Context: an optimization exercise on an open-source flow, tuned for small area and a short achievable clock period. The choices shown serve that exercise and are no tape-out recipe.
At most, simulation tests tie the RTL to the original design; equivalence was not proved.

==> flow/design.v <==
module dcache_dm (
  input  logic        CLK,
  input  logic        nRST,
  input  logic        halt,
  input  logic        dmemREN,
  input  logic        dmemWEN,
  input  logic        datomic,
  input  logic [31:0] dmemaddr,
  input  logic [31:0] dmemstore,
  output logic        dhit,
  output logic [31:0] dmemload,
  output logic        dREN,
  output logic        dWEN,
  output logic [31:0] daddr,
  output logic [31:0] dstore,
  input  logic        dwait,
  input  logic [31:0] dload,
  output logic        flushed
);
  logic s_idle, s_wb0, s_wb1, s_ld0, s_ld1, s_flush, s_fwb0, s_fwb1, s_done, s_fl;
  logic [7:0]  valid, dirty;
  logic [25:0] tags   [8];
  logic [31:0] words0 [8];
  logic [31:0] words1 [8];
  logic [25:0] req_tag;
  logic [2:0]  req_idx;
  logic        req_off;
  logic        req, hit, miss, do_write;
  assign req_tag = dmemaddr[31:6];
  assign req_idx = dmemaddr[5:3];
  assign req_off = dmemaddr[2];
  assign req     = dmemREN | dmemWEN;
  logic [7:0]  fsel, rsel;
  logic [2:0]  cnt;
  logic        roff;
  logic [25:0] rtag;
  logic [31:0] rword;
  always_comb begin
    rtag  = '0;
    rword = '0;
    for (int i = 0; i < 8; i++) begin
      rsel[i] = fsel[i] | (!s_fl && req_idx == i);
      rtag    = rtag  | ({26{rsel[i]}} & tags[i]);
      rword   = rword | ({32{rsel[i] && !roff}} & words0[i]) | ({32{rsel[i] && roff}} & words1[i]);
    end
  end
  assign cnt  = {|fsel[7:4], |{fsel[7:6], fsel[3:2]}, |{fsel[7], fsel[5], fsel[3], fsel[1]}};
  assign roff = s_idle ? req_off : (s_wb1 | s_fwb1);
  assign hit  = s_idle && req && valid[req_idx] && (rtag == req_tag);
  assign miss = s_idle && req && !hit && !halt;
  logic [31:0] link;
  logic        link_valid;
  logic        link_eq, sc_ok;
  assign link_eq  = (link == dmemaddr);
  assign sc_ok    = link_valid && link_eq;
  assign do_write = hit && dmemWEN && (!datomic || sc_ok);
  always_ff @(posedge CLK or negedge nRST) begin
    if (!nRST)                              link_valid <= 1'b0;
    else if (hit && !dmemWEN && datomic)    link_valid <= 1'b1;
    else if (do_write && link_eq)           link_valid <= 1'b0;
  end
  always_ff @(posedge CLK) begin
    if (hit && !dmemWEN && datomic) link <= dmemaddr;
  end
  logic fl_last, fl_clean;
  assign fl_last  = fsel[7];
  assign fl_clean = !(|(dirty & fsel));
  always_ff @(posedge CLK or negedge nRST) begin
    if (!nRST) begin
      s_idle  <= 1'b1;
      s_wb0   <= 1'b0;
      s_wb1   <= 1'b0;
      s_ld0   <= 1'b0;
      s_ld1   <= 1'b0;
      s_flush <= 1'b0;
      s_fwb0  <= 1'b0;
      s_fwb1  <= 1'b0;
      s_done  <= 1'b0;
      s_fl    <= 1'b0;
    end else begin
      s_idle  <= s_idle ? (!halt && !miss) : (s_ld1 && !dwait);
      s_wb0   <= (miss && dirty[req_idx]) || (s_wb0 && dwait);
      s_wb1   <= (s_wb0 && !dwait) || (s_wb1 && dwait);
      s_ld0   <= (miss && !dirty[req_idx]) || (s_wb1 && !dwait) || (s_ld0 && dwait);
      s_ld1   <= (s_ld0 && !dwait) || (s_ld1 && dwait);
      s_flush <= (s_idle && halt) || (s_flush && fl_clean && !fl_last) ||
                 (s_fwb1 && !dwait && !fl_last);
      s_fwb0  <= (s_flush && !fl_clean) || (s_fwb0 && dwait);
      s_fwb1  <= (s_fwb0 && !dwait) || (s_fwb1 && dwait);
      s_done  <= s_done || (s_flush && fl_clean && fl_last) || (s_fwb1 && !dwait && fl_last);
      s_fl    <= (s_idle && halt) || (s_flush && !(fl_clean && fl_last)) || s_fwb0 ||
                 (s_fwb1 && !(!dwait && fl_last));
    end
  end
  assign dhit     = hit;
  assign dmemload = dmemWEN ? {31'b0, datomic & sc_ok} : rword;
  assign dstore   = rword;
  assign dREN     = s_ld0 | s_ld1;
  assign dWEN     = s_wb0 | s_wb1 | s_fwb0 | s_fwb1;
  assign daddr    = {rtag, (s_fl ? cnt : req_idx), (s_wb1 | s_ld1 | s_fwb1), 2'b00};
  assign flushed  = s_done;
  logic [31:0] wdata;
  logic        we0, we1, ld_done, tag_we;
  assign wdata   = s_idle ? dmemstore : dload;
  assign ld_done = s_ld1 && !dwait;
  assign we0     = (do_write && !req_off) || (s_ld0 && !dwait);
  assign we1     = (do_write &&  req_off) || ld_done;
  assign tag_we  = (s_idle && req && !dirty[req_idx]) || (s_wb1 && !dwait);
  always_ff @(posedge CLK) begin
    for (int i = 0; i < 8; i++) begin
      if (we0 && req_idx == i)    words0[i] <= wdata;
      if (we1 && req_idx == i)    words1[i] <= wdata;
      if (tag_we && req_idx == i) tags[i]   <= req_tag;
    end
  end
  always_ff @(posedge CLK or negedge nRST) begin
    if (!nRST) begin
      valid <= '0;
      dirty <= '0;
    end else begin
      for (int i = 0; i < 8; i++) begin
        if (ld_done && req_idx == i) begin
          valid[i] <= 1'b1;
          dirty[i] <= 1'b0;
        end else if (do_write && req_idx == i) begin
          dirty[i] <= 1'b1;
        end else if (s_fwb1 && !dwait && fsel[i]) begin
          dirty[i] <= 1'b0;
        end
      end
    end
  end
  always_ff @(posedge CLK or negedge nRST) begin
    if (!nRST) begin
      fsel <= '0;
    end else if (s_idle && halt) begin
      fsel <= 8'd1;
    end else if ((s_flush && fl_clean) || (s_fwb1 && !dwait)) begin
      fsel <= {fsel[6:0], 1'b0};
    end
  end
endmodule
clock: 6.5 ns
lec_check: 0
abc_area: 1
cap_margin: 20
core_margin: 2
core_utilization: 60
cts_cluster_diameter: 80
cts_cluster_size: 30
setup_slack_margin: 2.0
slew_margin: 20
standard.sh (not shown) runs the stock make flow with config.mk's settings and CLKGATE_MAP_FILE= SYNTH_SCRIPT=/design/flow/synth_recipe.tcl, a recipe that flattens the netlist after the stock synthesis.
==> flow/flow/run.sh <==
#!/bin/bash
# Standard layout, with the ports buffered by buf_4 cells instead of the default buffer
# and no dummy loads in the clock tree.
set -e
export BUFFER_PORTS_ARGS="-buffer_cell sky130_fd_sc_hd__buf_4"
export CTS_ARGS="-sink_clustering_enable -repair_clock_nets -sink_clustering_size 30 -sink_clustering_max_diameter 80 -dont_use_dummy_load"
bash standard.sh > standard_flow.log 2>&1
Rerun with:
--- a/flow/design.v
+++ b/flow/design.v
@@ -19,36 +19,29 @@
 );
   logic s_idle, s_wb0, s_wb1, s_ld0, s_ld1, s_flush, s_fwb0, s_fwb1, s_done, s_fl;
   logic [7:0]  valid, dirty;
   logic [25:0] tags   [8];
   logic [31:0] words0 [8];
   logic [31:0] words1 [8];
+  logic [2:0]  cnt;
   logic [25:0] req_tag;
   logic [2:0]  req_idx;
   logic        req_off;
   logic        req, hit, miss, do_write;
   assign req_tag = dmemaddr[31:6];
   assign req_idx = dmemaddr[5:3];
   assign req_off = dmemaddr[2];
   assign req     = dmemREN | dmemWEN;
-  logic [7:0]  fsel, rsel;
-  logic [2:0]  cnt;
+  logic [2:0]  ridx;
   logic        roff;
   logic [25:0] rtag;
   logic [31:0] rword;
-  always_comb begin
-    rtag  = '0;
-    rword = '0;
-    for (int i = 0; i < 8; i++) begin
-      rsel[i] = fsel[i] | (!s_fl && req_idx == i);
-      rtag    = rtag  | ({26{rsel[i]}} & tags[i]);
-      rword   = rword | ({32{rsel[i] && !roff}} & words0[i]) | ({32{rsel[i] && roff}} & words1[i]);
-    end
-  end
-  assign cnt  = {|fsel[7:4], |{fsel[7:6], fsel[3:2]}, |{fsel[7], fsel[5], fsel[3], fsel[1]}};
-  assign roff = s_idle ? req_off : (s_wb1 | s_fwb1);
+  assign ridx  = s_fl ? cnt : req_idx;
+  assign roff  = s_idle ? req_off : (s_wb1 | s_fwb1);
+  assign rtag  = tags[ridx];
+  assign rword = roff ? words1[ridx] : words0[ridx];
   assign hit  = s_idle && req && valid[req_idx] && (rtag == req_tag);
   assign miss = s_idle && req && !hit && !halt;
   logic [31:0] link;
   logic        link_valid;
   logic        link_eq, sc_ok;
   assign link_eq  = (link == dmemaddr);
@@ -60,14 +53,14 @@
     else if (do_write && link_eq)           link_valid <= 1'b0;
   end
   always_ff @(posedge CLK) begin
     if (hit && !dmemWEN && datomic) link <= dmemaddr;
   end
   logic fl_last, fl_clean;
-  assign fl_last  = fsel[7];
-  assign fl_clean = !(|(dirty & fsel));
+  assign fl_last  = (cnt == 3'd7);
+  assign fl_clean = !dirty[cnt];
   always_ff @(posedge CLK or negedge nRST) begin
     if (!nRST) begin
       s_idle  <= 1'b1;
       s_wb0   <= 1'b0;
       s_wb1   <= 1'b0;
       s_ld0   <= 1'b0;
@@ -94,13 +87,13 @@
   end
   assign dhit     = hit;
   assign dmemload = dmemWEN ? {31'b0, datomic & sc_ok} : rword;
   assign dstore   = rword;
   assign dREN     = s_ld0 | s_ld1;
   assign dWEN     = s_wb0 | s_wb1 | s_fwb0 | s_fwb1;
-  assign daddr    = {rtag, (s_fl ? cnt : req_idx), (s_wb1 | s_ld1 | s_fwb1), 2'b00};
+  assign daddr    = {rtag, ridx, (s_wb1 | s_ld1 | s_fwb1), 2'b00};
   assign flushed  = s_done;
   logic [31:0] wdata;
   logic        we0, we1, ld_done, tag_we;
   assign wdata   = s_idle ? dmemstore : dload;
   assign ld_done = s_ld1 && !dwait;
   assign we0     = (do_write && !req_off) || (s_ld0 && !dwait);
@@ -121,22 +114,20 @@
       for (int i = 0; i < 8; i++) begin
         if (ld_done && req_idx == i) begin
           valid[i] <= 1'b1;
           dirty[i] <= 1'b0;
         end else if (do_write && req_idx == i) begin
           dirty[i] <= 1'b1;
-        end else if (s_fwb1 && !dwait && fsel[i]) begin
+        end else if (s_fwb1 && !dwait && cnt == i) begin
           dirty[i] <= 1'b0;
         end
       end
     end
   end
   always_ff @(posedge CLK or negedge nRST) begin
     if (!nRST) begin
-      fsel <= '0;
-    end else if (s_idle && halt) begin
-      fsel <= 8'd1;
+      cnt <= '0;
     end else if ((s_flush && fl_clean) || (s_fwb1 && !dwait)) begin
-      fsel <= {fsel[6:0], 1'b0};
+      if (!fl_last) cnt <= cnt + 3'd1;
     end
   end
 endmodule
Effect:
- The changed run went through all stages and came out clean
- cell area falls by 1.3%
- worst hold slack got worse by 12 ps
- setup slack is better by 13 ps
- wire length went up by 4.9%
- die area rose by 1.9%
The RTL of the first run of this note was laid out without a check of its function.

* * *

amber:
RTL: the design.v shown in full above, as it stands there.
==> flow/config.mk <==
export PLATFORM = sky130hd
export DESIGN_NAME = dcache_dm
export DESIGN_NICKNAME = dcache_dm
export VERILOG_FILES = /design/flow/design.v
export SDC_FILE = /design/flow/constraint.sdc
export NUM_CORES = 4
export LEC_CHECK = 0
export ABC_AREA = 1
export CAP_MARGIN = 20
export CORE_MARGIN = 2
export CORE_UTILIZATION = 60
export CTS_CLUSTER_DIAMETER = 80
export CTS_CLUSTER_SIZE = 30
export SETUP_SLACK_MARGIN = 1.8
export SLEW_MARGIN = 20
==> flow/constraint.sdc <==
create_clock -name core_clock -period 6.5 [get_ports {CLK}]
set_input_delay 1.3000 -clock core_clock [delete_from_list [all_inputs] [get_ports {CLK}]]
set_output_delay 1.3000 -clock core_clock [all_outputs]
set_load 0.01 [all_outputs]
Scripts as last shown in full above: flow/flow/run.sh
[inputs] xenon vs amber
--- a/flow/design.v
+++ b/flow/design.v
@@ -28,23 +28,26 @@
   logic        req, hit, miss, do_write;
   assign req_tag = dmemaddr[31:6];
   assign req_idx = dmemaddr[5:3];
   assign req_off = dmemaddr[2];
   assign req     = dmemREN | dmemWEN;
   logic [7:0]  fsel, rsel;
+  logic        wsel_en;
   logic [2:0]  cnt;
   logic        roff;
   logic [25:0] rtag;
   logic [31:0] rword;
+  assign wsel_en = !(s_idle && dmemWEN);
   always_comb begin
     rtag  = '0;
     rword = '0;
     for (int i = 0; i < 8; i++) begin
       rsel[i] = fsel[i] | (!s_fl && req_idx == i);
       rtag    = rtag  | ({26{rsel[i]}} & tags[i]);
-      rword   = rword | ({32{rsel[i] && !roff}} & words0[i]) | ({32{rsel[i] && roff}} & words1[i]);
+      rword   = rword | ({32{rsel[i] && wsel_en && !roff}} & words0[i]) |
+                        ({32{rsel[i] && wsel_en &&  roff}} & words1[i]);
     end
   end
   assign cnt  = {|fsel[7:4], |{fsel[7:6], fsel[3:2]}, |{fsel[7], fsel[5], fsel[3], fsel[1]}};
   assign roff = s_idle ? req_off : (s_wb1 | s_fwb1);
   assign hit  = s_idle && req && valid[req_idx] && (rtag == req_tag);
   assign miss = s_idle && req && !hit && !halt;
@@ -90,13 +93,13 @@
       s_done  <= s_done || (s_flush && fl_clean && fl_last) || (s_fwb1 && !dwait && fl_last);
       s_fl    <= (s_idle && halt) || (s_flush && !(fl_clean && fl_last)) || s_fwb0 ||
                  (s_fwb1 && !(!dwait && fl_last));
     end
   end
   assign dhit     = hit;
-  assign dmemload = dmemWEN ? {31'b0, datomic & sc_ok} : rword;
+  assign dmemload = {rword[31:1], rword[0] | (dmemWEN & datomic & sc_ok)};
   assign dstore   = rword;
   assign dREN     = s_ld0 | s_ld1;
   assign dWEN     = s_wb0 | s_wb1 | s_fwb0 | s_fwb1;
   assign daddr    = {rtag, (s_fl ? cnt : req_idx), (s_wb1 | s_ld1 | s_fwb1), 2'b00};
   assign flushed  = s_done;
   logic [31:0] wdata;
Notes after the runs:
- The minimum setup slack in the final design in xenon was lower than what amber gave.
- Any difference in area of the die between xenon and amber is small enough to ignore.
- Critical path depth down 5 in xenon wrt amber
- Number of nets at the end of the flow (lower): xenon
- Going from amber to xenon, fraction of area in non-clock buffers dropped 0.98 points; met1 demand-to-capacity share in global routing dropped 4.2 points; highest achievable clock rate barely changed.
- The final reports for xenon and amber show met2 usage in global routing lower in the former.
- On clock distribution area overhead in the final layout, amber and xenon are basically level.
- Share of async-settable or async-resettable flops after synthesis came out exactly the same in amber and xenon.
No run of this note included a check of the RTL's function; only the layout flow was run.

-- port drivers added, routing unchanged --
How much do the figures lean on ideal ports? The routed layouts below were timed once more, with nothing changed but the port constraints.
Step 1 assumes that a clkbuf_16 drives the clock port and a buf_2 every other input.
Step 2 adds t to the input delays and takes it off the output delays; t is the mean of the earliest and latest rising clock arrival at the registers after step 1. Input paths then give back, and output paths get back, about the clock's delay inside the block.
Slacks: ideal ports / drivers / drivers and shift; pairs: ideal ports / drivers.
run | t, ns | setup slack, ns | worst setup path at the end | worst register clock-pin slew, ns | worst data-port slew with drivers (ns)
the first run of note 1 | 0.628 | 1.846 / 1.757 / 1.448 | input to register | 0.11 / 0.11 | 0.11
the second run of note 1 | 0.641 | 1.859 / 1.796 / 1.467 | input to register | 0.11 / 0.11 | 0.08
amber | 0.624 | 1.800 / 1.756 / 1.443 | input to register | 0.11 / 0.11 | 0.08
xenon | 0.638 | 1.792 / 1.742 / 1.261 | input to register | 0.11 / 0.11 | 0.06
After both steps every run listed still meets setup and hold. For xenon, which loses most, drivers alone change the setup slack by -0.050 ns; drivers and shift together by -0.531 ns.
